What follows belongs to an exercise in optimizing a design on an open flow for small area and a short achievable clock period; a production flow would make more cautious choices. In this exercise RTL edits were held to simulation tests only and were not proved equivalent to the original.

job 8813:
Design muldiv_ctrl, start of the top module:
module muldiv_ctrl
#(
  parameter int MULT_CYCLES = 5,
  parameter int DIV_CYCLES  = 10
) (
  input  logic        clk,
  input  logic        reset_n,
  input  logic        start,
  input  logic [2:0]  op,
  input  logic [31:0] a,
  input  logic [31:0] b,
  input  logic        IntReq,
  output logic        busy,
  output logic        md_stall,
  output logic [31:0] hi,
  output logic [31:0] lo
);
  logic [3:0]  cnt;
  logic [31:0] x;       
  logic [31:0] p;       
  logic [31:0] y;       
  logic        f_div, f_sgn, f_cin, f_negq, f_negr, f_dz, f_q31, f_q30;
  logic is_mul, is_div, sgn, accept, last;
  assign is_mul   = md_pkg::md_is_mul(op);
  assign is_div   = md_pkg::md_is_div(op);
  assign sgn      = op == md_pkg::MD_MULT || op == md_pkg::MD_DIV;
  assign busy     = cnt != 4'd0;
  assign md_stall = busy || (start && md_pkg::md_is_multdiv(op));
  assign accept   = start && !IntReq && !busy && op != md_pkg::MD_NONE;
  assign last     = cnt == 4'd1;
  logic [31:0] xi;      
  logic [5:0]  yi;      
  logic [4:0]  ym;      
  logic        si;      
  logic        f_ov;    
  logic [31:0] mp [0:3];
  logic [5:0]  mo;
  assign xi    = busy ? x : b;
  assign yi    = busy ? y[11:6] : a[5:0];
  assign si    = busy ? f_sgn : sgn;
  assign ym    = {last ? {2{si & yi[1]}} : yi[3:2], yi[1:0], busy & f_ov};
  assign mp[0] = busy ? p : 32'd0;
  for (genvar r = 0; r < 3; r++) begin : g_mrow
    md_brow u_row (
      .p (mp[r]),
      .x ({si & xi[31], xi}),
      .m (r == 2 ? {yi[5:4], ym[4]} : ym[2*r+2:2*r]),
      .pn(mp[r+1]),
      .o (mo[2*r+1:2*r])
    );
  end
  logic [31:0] dr [0:3];
  logic [2:0]  dq;
  assign dr[0] = p;
  for (genvar r = 0; r < 3; r++) begin : g_drow
    md_drow u_row (
      .r  (dr[r]),
      .bin(y[29-r]),
      .xd (x),
      .cin(f_cin),
      .rn (dr[r+1]),
      .q  (dq[2-r])
    );
  end
  logic        negb;
  logic [31:0] am;      
  logic [1:0]  dl;      
  logic        dsmall;  
  logic        d1, d2, d3, q31, q30;
  logic [1:0]  r2;
  assign negb   = sgn && b[31];
  assign am     = md_pkg::md_cneg(busy ? {f_q31, f_q30, y[26:0], dq} : a,
                                  busy ? f_negq : is_div && sgn && a[31]);
  assign dl     = negb ? {b[1] ^ b[0], b[0]} : b[1:0];
  assign dsmall = negb ? &b[31:2] : ~|b[31:2];
  assign d1     = dsmall && dl == 2'd1;
  assign d2     = dsmall && dl == 2'd2;
  ...
For scale: ~2,100 cells after synthesis, roughly 170 flip-flops, about 140 I/O pins, ~17,000 µm² of cells after synthesis.
clock: 120.0 ns
lec_check: 0
abc_area: 1
cap_margin: 40
core_margin: 2
core_utilization: 40
cts_buf_list: sky130_fd_sc_hd__clkbuf_8
slew_margin: 20
standard.sh (not shown) runs the stock make flow with config.mk's settings and CLKGATE_MAP_FILE= SYNTH_SCRIPT=/design/flow/synth_recipe.tcl, a recipe that flattens the netlist after the stock synthesis.
==> flow/flow/run.sh <==
#!/bin/bash
set -euo pipefail
cp standard.sh standard.sh.txt
export BUFFER_PORTS_ARGS="-buffer_cell sky130_fd_sc_hd__buf_1"
export SETUP_SLACK_MARGIN=72
export SETUP_MOVE_SEQUENCE="unbuffer,sizeup,swap,clone"
bash standard.sh > standard.log 2>&1
--- input diff job 8813..job 629 ---
==> flow/flow/run.sh <==
#!/bin/bash
set -euo pipefail
cp standard.sh standard.sh.txt
export BUFFER_PORTS_ARGS="-buffer_cell sky130_fd_sc_hd__buf_1"
bash standard.sh > standard.log 2>&1
### Flow results
Job 629 finished all stages; the layout is clean.
Detailed-routed wire length on met2 delta (job 629 -> job 8813): insignificant
~same worst setup skew after layout in job 8813 and job 629
The lower setup slack came out of job 629.
Going from job 8813 to job 629, wire length of the first global-routing pass up 0.30%; met1 capacity usage during global routing went up.
Modified inputs, job 7863 compared to job 629
Settings: an added PLACE_DENSITY of 0.72; a change of CORE_UTILIZATION from 40 to 60; a deleted CTS_BUF_LIST that had been sky130_fd_sc_hd__clkbuf_8.
==> flow/flow/run.sh <==
#!/bin/bash
set -euo pipefail
cp standard.sh standard.sh.txt
export BUFFER_PORTS_ARGS="-buffer_cell sky130_fd_sc_hd__buf_1"
export SETUP_SLACK_MARGIN=72
export SETUP_MOVE_SEQUENCE="unbuffer,sizeup,swap,clone"
bash standard.sh > standard.log 2>&1
Results
Job 7863 finished every step from synthesis to the final layout, and the layout passed the timing, DRC and antenna checks.
Summary: die outline area, job 7863 better than job 629
Summary of the comparison: area added between synthesis and finish is higher in job 7863, relative to job 629.
[compare] base=job 629 new=job 7863: source-to-sink clock delay at the later pin of the worst-skew pair fell 0.10 ns; core utilization +23 points; fmax rose by about 0.6%.
Comparing job 629 against job 7863, there is no change at all in synthesized netlist net count.
Re routed wire length: job 7863 is 4.3% down on job 629.
Compared with job 629, wire length of the first global-routing pass in job 7863 decreased by a few percent.
As far as register share of the cell area is concerned, job 7863 and job 629 perform about the same.
Worst relative slew slack: job 7863 < job 629

## port drivers added, routing unchanged
The flow's constraints put no driver on any port. The routed layouts listed below were extracted and timed again, unchanged, in two steps. Step 1 assumes that a clkbuf_16 drives the clock port and a buf_2 every other input. Step 2 also shifts input and output timing later by t, the mid clock arrival at the registers, as if the neighbouring blocks saw the same clock. Slacks: ideal ports / drivers / drivers and shift; pairs: ideal ports / drivers.
run	shift t [ns]	setup WS [ns]	clock arrival spread, ns
job 8813	0.585	71.321 / 71.270 / 71.270	0.030 / 0.029
job 629	0.600	71.029 / 71.005 / 71.005	0.030 / 0.030
job 7863	0.506	71.307 / 71.248 / 71.248	0.017 / 0.017
After both steps every run listed still meets setup and hold. The setup slack of job 7863, which loses most, moves by -0.059 ns with the drivers and by -0.059 ns with both steps.
